What follows belongs to an exercise in optimizing a design on an open flow for small area, a short achievable clock period and few clock cycles per item; a production flow would make more cautious choices. The RTL was checked by simulation tests, not by an equivalence proof against the original design. No activity file was given, so power comes from the tool's default toggle rates.

==> job 685: inputs <==
==> flow/design.v <==
package cdq_pkg;
   localparam int DEPTH      = 128;
   localparam int DATA_WIDTH = 32;
   localparam int IDX_W      = $clog2(DEPTH);
   localparam int CNT_W      = $clog2(DEPTH + 1);
   localparam int OP_W      = 2;
   localparam int FIELD_W   = 32;
   localparam int STATUS_W  = 2;
   localparam int COUNT_W   = 8;
   localparam int REQ_RAW_W = OP_W + FIELD_W;
   localparam int REQ_W     = ((REQ_RAW_W + 7) / 8) * 8;
   localparam int RSP_RAW_W = STATUS_W + 3 * FIELD_W + 1 + COUNT_W;
   localparam int RSP_W     = ((RSP_RAW_W + 7) / 8) * 8;
   typedef logic [IDX_W-1:0]      idx_type;
   typedef logic [CNT_W-1:0]      cnt_type;
   typedef logic [DATA_WIDTH-1:0] data_type;
   localparam logic [1:0] STAT_DONE  = 2'd0;
   localparam logic [1:0] STAT_FULL  = 2'd1;
   localparam logic [1:0] STAT_EMPTY = 2'd2;
endpackage
module cdq_ctrl (
   input  logic                      clock,
   input  logic                      reset,
   input  logic                      req_tvalid,
   output logic                      req_tready,
   input  logic [cdq_pkg::REQ_W-1:0] req_tdata,
   input  logic                      rsp_tready,
   output logic                      rsp_tvalid,
   output logic                      a_move,    
   output logic                      exec,      
   output cdq_pkg::data_type         val,       
   output logic [cdq_pkg::DEPTH-1:0] sel,       
   output logic                      wr_en,     
   output logic [7:0]                wgrp,      
   output logic                      f_ch,      
   output logic                      f_zero,    
   output logic                      r_ch,      
   output logic                      r_zero,    
   output logic [1:0]                psel,      
   output logic [1:0]                status,
   output cdq_pkg::cnt_type          count,
   output logic                      empty
);
   localparam int RW = cdq_pkg::OP_W + cdq_pkg::DATA_WIDTH;
   localparam int CW = cdq_pkg::CNT_W;
   logic              s_valid, s_free, a_valid, b_valid, rsp_valid;
   logic [RW-1:0]     s_req, nxt;
   logic              b_free, a_free, take, load;
   logic [1:0]        op;
   logic              push, ok;
   cdq_pkg::idx_type  h, hm, hp, r, rm, rp, addr, a_addr;
   cdq_pkg::cnt_type  cnt, cnt_nx;
   logic              c_empty, c_one, c_full;
   logic              a_fch, a_fzero, a_rch, a_rzero;
   logic [1:0]        a_psel, a_status, b_status;
   cdq_pkg::cnt_type  a_cnt, b_cnt;
   assign exec       = b_valid && (!rsp_valid || rsp_tready);
   assign b_free     = !b_valid || exec;
   assign a_move     = a_valid && b_free;
   assign a_free     = !a_valid || b_free;
   assign req_tready = s_free;
   assign take       = req_tvalid && !s_valid && !reset;
   assign load       = a_free && (s_valid || take) && !reset;
   assign nxt        = s_valid ? s_req : req_tdata[RW-1:0];
   assign rsp_tvalid = rsp_valid;
   always_comb begin
      op     = nxt[1:0];
      push   = !op[1];
      ok     = push ? !c_full : !c_empty;
      cnt_nx = cnt;
      if (ok) cnt_nx = push ? cnt + 1'b1 : cnt - 1'b1;
      case (op)
         2'd0:    addr = hm;
         2'd1:    addr = rp;
         2'd2:    addr = hp;
         default: addr = rm;
      endcase
   end
   always_ff @(posedge clock) begin
      if (reset) begin
         s_valid   <= 1'b0;
         s_free    <= 1'b1;
         a_valid   <= 1'b0;
         b_valid   <= 1'b0;
         rsp_valid <= 1'b0;
         h         <= '0;
         hm        <= '1;
         hp        <= cdq_pkg::IDX_W'(1);
         r         <= '1;
         rm        <= cdq_pkg::IDX_W'(cdq_pkg::DEPTH - 2);
         rp        <= '0;
         cnt       <= '0;
         c_empty   <= 1'b1;
         c_one     <= 1'b0;
         c_full    <= 1'b0;
      end else begin
         if (s_valid) begin
            s_valid <= !a_free;
            s_free  <= a_free;
         end else begin
            s_valid <= take && !a_free;
            s_free  <= !(take && !a_free);
         end
         if (load)        a_valid <= 1'b1;
         else if (a_move) a_valid <= 1'b0;
         if (a_move)    b_valid <= 1'b1;
         else if (exec) b_valid <= 1'b0;
         if (exec) rsp_valid <= 1'b1;
         else if (rsp_tready) rsp_valid <= 1'b0;
         if (load && ok) begin
            case (op)
               2'd0: begin h <= hm; hp <= h; hm <= hm - 1'b1; end
               2'd1: begin r <= rp; rm <= r; rp <= rp + 1'b1; end
               2'd2: begin h <= hp; hm <= h; hp <= hp + 1'b1; end
               default: begin r <= rm; rp <= r; rm <= rm - 1'b1; end
            endcase
            cnt     <= cnt_nx;
            c_empty <= (cnt_nx == '0);
            c_one   <= (cnt_nx == CW'(1));
            c_full  <= (cnt_nx == CW'(cdq_pkg::DEPTH));
         end
      end
   end
   always_ff @(posedge clock) begin
      if (take) s_req <= req_tdata[RW-1:0];
      if (load) begin
         val      <= nxt[cdq_pkg::OP_W +: cdq_pkg::DATA_WIDTH];
         a_addr   <= addr;
         wr_en    <= push && ok;
         wgrp     <= (push && ok) ? 8'(1) << addr[6:4] : 8'd0;
         a_cnt    <= cnt_nx;
         a_status <= ok ? cdq_pkg::STAT_DONE :
                     (push ? cdq_pkg::STAT_FULL : cdq_pkg::STAT_EMPTY);
         a_psel   <= {ok && !push && op[0], ok && !push && !op[0]};
         if (push) begin
            a_fch   <= ok && (!op[0] || c_empty);
            a_rch   <= ok && (op[0] || c_empty);
            a_fzero <= 1'b0;
            a_rzero <= 1'b0;
         end else begin
            a_fch   <= !ok || c_one || !op[0];
            a_rch   <= !ok || c_one || op[0];
            a_fzero <= !ok || c_one;
            a_rzero <= !ok || c_one;
         end
      end
      if (a_move) begin
         f_ch     <= a_fch;
         f_zero   <= a_fzero;
         r_ch     <= a_rch;
         r_zero   <= a_rzero;
         psel     <= a_psel;
         b_status <= a_status;
         b_cnt    <= a_cnt;
      end
      sel <= cdq_pkg::DEPTH'(1) << (load ? addr : a_addr);
      if (exec) begin
         status <= b_status;
         count  <= b_cnt;
         empty  <= (b_cnt == '0);
      end
   end
endmodule
module cdq_dpath (
   input  logic                      clock,
   input  logic                      a_move,
   input  logic                      exec,
   input  cdq_pkg::data_type         val,
   input  logic [cdq_pkg::DEPTH-1:0] sel,
   input  logic                      wr_en,
   input  logic [7:0]                wgrp,
   input  logic                      f_ch,
   input  logic                      f_zero,
   input  logic                      r_ch,
   input  logic                      r_zero,
   input  logic [1:0]                psel,
   output cdq_pkg::data_type         front,
   output cdq_pkg::data_type         rear,
   output cdq_pkg::data_type         popped
);
   localparam int DW = cdq_pkg::DATA_WIDTH;
   logic [cdq_pkg::DEPTH-1:0][DW-1:0] mem;
   localparam int HALF = cdq_pkg::DEPTH / 2;
   cdq_pkg::data_type                 rd0, rd1, b_rd0, b_rd1, b_rd;
   always_comb begin
      rd0 = '0;
      rd1 = '0;
      for (int i = 0; i < HALF; i++) begin
         rd0 = rd0 | ({DW{sel[i]}} & mem[i]);
         rd1 = rd1 | ({DW{sel[HALF + i]}} & mem[HALF + i]);
      end
   end
   assign b_rd = b_rd0 | b_rd1;
   always_ff @(posedge clock) begin
      for (int i = 0; i < cdq_pkg::DEPTH; i++)
         if (wgrp[i / 16] && sel[i]) mem[i] <= val;
   end
   always_ff @(posedge clock) begin
      if (a_move) begin
         b_rd0 <= wr_en ? val : rd0;
         b_rd1 <= wr_en ? '0 : rd1;
      end
      if (exec && f_ch) front <= f_zero ? '0 : b_rd;
      if (exec && r_ch) rear  <= r_zero ? '0 : b_rd;
      if (exec) popped <= ({DW{psel[1]}} & rear) | ({DW{psel[0]}} & front);
   end
endmodule
module circular_deque (
   input  logic                      clock,
   input  logic                      reset,
   input  logic                      req_tvalid,
   output logic                      req_tready,
   input  logic [cdq_pkg::REQ_W-1:0] req_tdata,
   output logic                      rsp_tvalid,
   input  logic                      rsp_tready,
   output logic [cdq_pkg::RSP_W-1:0] rsp_tdata
);
   logic                      a_move, exec, wr_en, empty;
   logic                      f_ch, f_zero, r_ch, r_zero;
   logic [1:0]                psel, status;
   logic [7:0]                wgrp;
   logic [cdq_pkg::DEPTH-1:0] sel;
   cdq_pkg::data_type         val, front, rear, popped;
   cdq_pkg::cnt_type          count;
   cdq_ctrl u_ctrl (
      .clock      (clock),
      .reset      (reset),
      .req_tvalid (req_tvalid),
      .req_tready (req_tready),
      .req_tdata  (req_tdata),
      .rsp_tready (rsp_tready),
      .rsp_tvalid (rsp_tvalid),
      .a_move     (a_move),
      .exec       (exec),
      .val        (val),
      .sel        (sel),
      .wr_en      (wr_en),
      .wgrp       (wgrp),
      .f_ch       (f_ch),
      .f_zero     (f_zero),
      .r_ch       (r_ch),
      .r_zero     (r_zero),
      .psel       (psel),
      .status     (status),
      .count      (count),
      .empty      (empty)
   );
   cdq_dpath u_dpath (
      .clock  (clock),
      .a_move (a_move),
      .exec   (exec),
      .val    (val),
      .sel    (sel),
      .wr_en  (wr_en),
      .wgrp   (wgrp),
      .f_ch   (f_ch),
      .f_zero (f_zero),
      .r_ch   (r_ch),
      .r_zero (r_zero),
      .psel   (psel),
      .front  (front),
      .rear   (rear),
      .popped (popped)
   );
   assign rsp_tdata = {{(cdq_pkg::RSP_W - cdq_pkg::RSP_RAW_W){1'b0}},
                       count, empty, rear, front, popped, status};
endmodule
==> flow/run.sh <==
#!/bin/bash
# synth_recipe.tcl (not shown) runs the flow's synth.tcl, then flattens the netlist and writes it again
# the make line also repeats each setting of config.mk as NAME=value (left out here)
make -C /OpenROAD-flow-scripts/flow DESIGN_CONFIG=/design/flow/config.mk WORK_HOME=/design/flow/orfs CLKGATE_MAP_FILE= SYNTH_SCRIPT=/design/flow/synth_recipe.tcl finish
==> flow/config.mk <==
export PLATFORM = sky130hd
export DESIGN_NAME = circular_deque
export DESIGN_NICKNAME = circular_deque
export VERILOG_FILES = /design/flow/design.v
export SDC_FILE = /design/flow/constraint.sdc
export NUM_CORES = 4
export LEC_CHECK = 0
export CAP_MARGIN = 20
export CORE_MARGIN = 2
export CORE_UTILIZATION = 40
export SETUP_SLACK_MARGIN = 3.1
export SLEW_MARGIN = 20
==> flow/constraint.sdc <==
create_clock -name core_clock -period 6.0 [get_ports {clock}]
set_input_delay 1.2000 -clock core_clock [delete_from_list [all_inputs] [get_ports {clock}]]
set_output_delay 1.2000 -clock core_clock [all_outputs]
set_load 0.01 [all_outputs]
==> job 7017 (differences from job 685) <==
==> flow/design.v, changed modules only <==
module cdq_ctrl (
   input  logic                      clock,
   input  logic                      reset,
   input  logic                      req_tvalid,
   output logic                      req_tready,
   input  logic [cdq_pkg::REQ_W-1:0] req_tdata,
   input  logic                      rsp_tready,
   output logic                      rsp_tvalid,
   output logic                      a_move,    
   output logic                      exec,      
   output cdq_pkg::data_type         val,       
   output logic [cdq_pkg::DEPTH-1:0] sel,       
   output logic                      wr_en,     
   output logic [cdq_pkg::DEPTH-1:0] wsel,      
   output logic                      f_ch,      
   output logic                      f_zero,    
   output logic                      r_ch,      
   output logic                      r_zero,    
   output logic [1:0]                psel,      
   output logic [1:0]                status,
   output cdq_pkg::cnt_type          count,
   output logic                      empty
);
   localparam int RW = cdq_pkg::OP_W + cdq_pkg::DATA_WIDTH;
   localparam int CW = cdq_pkg::CNT_W;
   logic              s_valid, s_free, a_valid, b_valid, rsp_valid;
   logic [RW-1:0]     s_req, nxt;
   logic              b_free, a_free, take, load;
   logic [1:0]        op;
   logic              push, ok;
   cdq_pkg::idx_type  h, hm, hp, r, rm, rp, addr, a_addr;
   cdq_pkg::cnt_type  cnt, cnt_nx;
   logic              c_empty, c_one, c_full;
   logic              a_fch, a_fzero, a_rch, a_rzero;
   logic [1:0]        a_psel, a_status, b_status;
   cdq_pkg::cnt_type  a_cnt, b_cnt;
   assign exec       = b_valid && (!rsp_valid || rsp_tready);
   assign b_free     = !b_valid || exec;
   assign a_move     = a_valid && b_free;
   assign a_free     = !a_valid || b_free;
   assign req_tready = s_free;
   assign take       = req_tvalid && !s_valid && !reset;
   assign load       = a_free && (s_valid || take) && !reset;
   assign nxt        = s_valid ? s_req : req_tdata[RW-1:0];
   assign rsp_tvalid = rsp_valid;
   always_comb begin
      op     = nxt[1:0];
      push   = !op[1];
      ok     = push ? !c_full : !c_empty;
      cnt_nx = cnt;
      if (ok) cnt_nx = push ? cnt + 1'b1 : cnt - 1'b1;
      case (op)
         2'd0:    addr = hm;
         2'd1:    addr = rp;
         2'd2:    addr = hp;
         default: addr = rm;
      endcase
   end
   always_ff @(posedge clock) begin
      if (reset) begin
         s_valid   <= 1'b0;
         s_free    <= 1'b1;
         a_valid   <= 1'b0;
         b_valid   <= 1'b0;
         rsp_valid <= 1'b0;
         h         <= '0;
         hm        <= '1;
         hp        <= cdq_pkg::IDX_W'(1);
         r         <= '1;
         rm        <= cdq_pkg::IDX_W'(cdq_pkg::DEPTH - 2);
         rp        <= '0;
         cnt       <= '0;
         c_empty   <= 1'b1;
         c_one     <= 1'b0;
         c_full    <= 1'b0;
      end else begin
         if (s_valid) begin
            s_valid <= !a_free;
            s_free  <= a_free;
         end else begin
            s_valid <= take && !a_free;
            s_free  <= !(take && !a_free);
         end
         if (load)        a_valid <= 1'b1;
         else if (a_move) a_valid <= 1'b0;
         if (a_move)    b_valid <= 1'b1;
         else if (exec) b_valid <= 1'b0;
         if (exec) rsp_valid <= 1'b1;
         else if (rsp_tready) rsp_valid <= 1'b0;
         if (load && ok) begin
            case (op)
               2'd0: begin h <= hm; hp <= h; hm <= hm - 1'b1; end
               2'd1: begin r <= rp; rm <= r; rp <= rp + 1'b1; end
               2'd2: begin h <= hp; hm <= h; hp <= hp + 1'b1; end
               default: begin r <= rm; rp <= r; rm <= rm - 1'b1; end
            endcase
            cnt     <= cnt_nx;
            c_empty <= (cnt_nx == '0);
            c_one   <= (cnt_nx == CW'(1));
            c_full  <= (cnt_nx == CW'(cdq_pkg::DEPTH));
         end
      end
   end
   always_ff @(posedge clock) begin
      if (take) s_req <= req_tdata[RW-1:0];
      if (load) begin
         val      <= nxt[cdq_pkg::OP_W +: cdq_pkg::DATA_WIDTH];
         a_addr   <= addr;
         wr_en    <= push && ok;
         a_cnt    <= cnt_nx;
         a_status <= ok ? cdq_pkg::STAT_DONE :
                     (push ? cdq_pkg::STAT_FULL : cdq_pkg::STAT_EMPTY);
         a_psel   <= {ok && !push && op[0], ok && !push && !op[0]};
         if (push) begin
            a_fch   <= ok && (!op[0] || c_empty);
            a_rch   <= ok && (op[0] || c_empty);
            a_fzero <= 1'b0;
            a_rzero <= 1'b0;
         end else begin
            a_fch   <= !ok || c_one || !op[0];
            a_rch   <= !ok || c_one || op[0];
            a_fzero <= !ok || c_one;
            a_rzero <= !ok || c_one;
         end
      end
      if (a_move) begin
         f_ch     <= a_fch;
         f_zero   <= a_fzero;
         r_ch     <= a_rch;
         r_zero   <= a_rzero;
         psel     <= a_psel;
         b_status <= a_status;
         b_cnt    <= a_cnt;
      end
      sel  <= cdq_pkg::DEPTH'(1) << (load ? addr : a_addr);
      wsel <= (load ? (push && ok) : wr_en) ?
              cdq_pkg::DEPTH'(1) << (load ? addr : a_addr) : '0;
      if (exec) begin
         status <= b_status;
         count  <= b_cnt;
         empty  <= (b_cnt == '0);
      end
   end
endmodule
module cdq_dpath (
   input  logic                      clock,
   input  logic                      a_move,
   input  logic                      exec,
   input  cdq_pkg::data_type         val,
   input  logic [cdq_pkg::DEPTH-1:0] sel,
   input  logic                      wr_en,
   input  logic [cdq_pkg::DEPTH-1:0] wsel,
   input  logic                      f_ch,
   input  logic                      f_zero,
   input  logic                      r_ch,
   input  logic                      r_zero,
   input  logic [1:0]                psel,
   output cdq_pkg::data_type         front,
   output cdq_pkg::data_type         rear,
   output cdq_pkg::data_type         popped
);
   localparam int DW = cdq_pkg::DATA_WIDTH;
   logic [cdq_pkg::DEPTH-1:0][DW-1:0] mem;
   localparam int NQ = 4;
   localparam int QW = cdq_pkg::DEPTH / NQ;
   cdq_pkg::data_type                 rdq [NQ];
   cdq_pkg::data_type                 b_rdq [NQ];
   cdq_pkg::data_type                 b_rd;
   always_comb begin
      for (int q = 0; q < NQ; q++) begin
         rdq[q] = '0;
         for (int i = 0; i < QW; i++)
            rdq[q] = rdq[q] | ({DW{sel[q * QW + i]}} & mem[q * QW + i]);
      end
   end
   assign b_rd = b_rdq[0] | b_rdq[1] | b_rdq[2] | b_rdq[3];
   always_ff @(posedge clock) begin
      for (int i = 0; i < cdq_pkg::DEPTH; i++)
         if (wsel[i]) mem[i] <= val;
   end
   always_ff @(posedge clock) begin
      if (a_move) begin
         b_rdq[0] <= wr_en ? val : rdq[0];
         for (int q = 1; q < NQ; q++)
            b_rdq[q] <= wr_en ? '0 : rdq[q];
      end
      if (exec && f_ch) front <= f_zero ? '0 : b_rd;
      if (exec && r_ch) rear  <= r_zero ? '0 : b_rd;
      if (exec) popped <= ({DW{psel[1]}} & rear) | ({DW{psel[0]}} & front);
   end
endmodule
module circular_deque (
   input  logic                      clock,
   input  logic                      reset,
   input  logic                      req_tvalid,
   output logic                      req_tready,
   input  logic [cdq_pkg::REQ_W-1:0] req_tdata,
   output logic                      rsp_tvalid,
   input  logic                      rsp_tready,
   output logic [cdq_pkg::RSP_W-1:0] rsp_tdata
);
   logic                      a_move, exec, wr_en, empty;
   logic                      f_ch, f_zero, r_ch, r_zero;
   logic [1:0]                psel, status;
   logic [cdq_pkg::DEPTH-1:0] wsel;
   logic [cdq_pkg::DEPTH-1:0] sel;
   cdq_pkg::data_type         val, front, rear, popped;
   cdq_pkg::cnt_type          count;
   cdq_ctrl u_ctrl (
      .clock      (clock),
      .reset      (reset),
      .req_tvalid (req_tvalid),
      .req_tready (req_tready),
      .req_tdata  (req_tdata),
      .rsp_tready (rsp_tready),
      .rsp_tvalid (rsp_tvalid),
      .a_move     (a_move),
      .exec       (exec),
      .val        (val),
      .sel        (sel),
      .wr_en      (wr_en),
      .wsel       (wsel),
      .f_ch       (f_ch),
      .f_zero     (f_zero),
      .r_ch       (r_ch),
      .r_zero     (r_zero),
      .psel       (psel),
      .status     (status),
      .count      (count),
      .empty      (empty)
   );
   cdq_dpath u_dpath (
      .clock  (clock),
      .a_move (a_move),
      .exec   (exec),
      .val    (val),
      .sel    (sel),
      .wr_en  (wr_en),
      .wsel   (wsel),
      .f_ch   (f_ch),
      .f_zero (f_zero),
      .r_ch   (r_ch),
      .r_zero (r_zero),
      .psel   (psel),
      .front  (front),
      .rear   (rear),
      .popped (popped)
   );
   assign rsp_tdata = {{(cdq_pkg::RSP_W - cdq_pkg::RSP_RAW_W){1'b0}},
                       count, empty, rear, front, popped, status};
endmodule
CTS_CLUSTER_DIAMETER = 60   (was unset)
CTS_CLUSTER_SIZE = 20   (was unset)
==> job 8242 (differences from job 685) <==
CTS_CLUSTER_DIAMETER = 80   (was unset)
CTS_CLUSTER_SIZE = 30   (was unset)
==> comparison <==
- The highest via count belongs to job 685, the lowest to job 7017.
- Global-route usage: job 7017 < job 8242 < job 685.
- The highest hold slack belongs to job 7017, the lowest to job 685.
- Job 685 ran to the end with no violations. Job 8242 completed with no timing, DRC or antenna violations. Job 7017 completed without violations.
- Core utilization, highest first: job 685, job 7017, job 8242.
- Of job 685 and job 7017, job 685 has the higher first-iteration DRC count (gap 25%, measured against job 7017).
==> figures <==
	job 685	job 8242	job 7017
Power Combinational	3.20 mW	3.17 mW	3.33 mW
Number of diodes	77	52	47
Headroom to the max-slew limit	16.5%	11.7%	13.9%
FF-to-FF setup slack	2.90 ns	2.85 ns	2.81 ns
Synthesized-area fraction occupied by and/or/nand/nor cells	4.04%	4.04%	3.59%
Start point of the critical path	u_ctrl.sel[38]$_SDFF_PP0_	u_ctrl.sel[8]$_SDFF_PP0_	u_dpath.popped[24]$_DFFE_PP_
Routed Wire Length	694000 um	686000 um	590000 um
Layout sequential cell count	4565	4565	4749
Placed cell count	14200	14200	14300
Global routing usage on met2	48.0%	48.4%	42.6%
Result of the run	complete, no violations	complete, no violations	complete, no violations
Testbench counts of job 685, summed over its fixed seeds: cycles 12,824, items 12,800.
Testbench counts of job 7017, summed over its fixed seeds: cycles 12,824, items 12,800.
Testbench counts of job 8242, summed over its fixed seeds: cycles 12,824, items 12,800.

[static timing again, ports no longer ideal]
No port has a modelled driver above. Below, the same layouts with a new extraction and two added sets of constraints.
Step 1 assumes that a clkbuf_16 drives the clock port and a buf_2 every other input.
Step 2 adds t to the input delays and takes it off the output delays; t is the mean of the earliest and latest rising clock arrival at the registers after step 1. Input paths then give back, and output paths get back, about the clock's delay inside the block.
Slacks: no drivers / after step 1 / after step 2; pairs: no drivers / after step 1.
| run | t (ns) | setup WS [ns] | pins driven straight from the clock port |
|---|---|---|---|
| job 685 | 1.099 | 2.899 / 2.899 / 2.153 | 1 |
| job 7017 | 1.081 | 2.670 / 2.549 / 2.136 | 1 |
| job 8242 | 1.087 | 2.849 / 2.849 / 2.149 | 1 |
After both steps setup and hold are still met in every run listed. The setup slack of job 685, which loses most, moves by 0.000 ns with the drivers and by -0.746 ns with both steps.
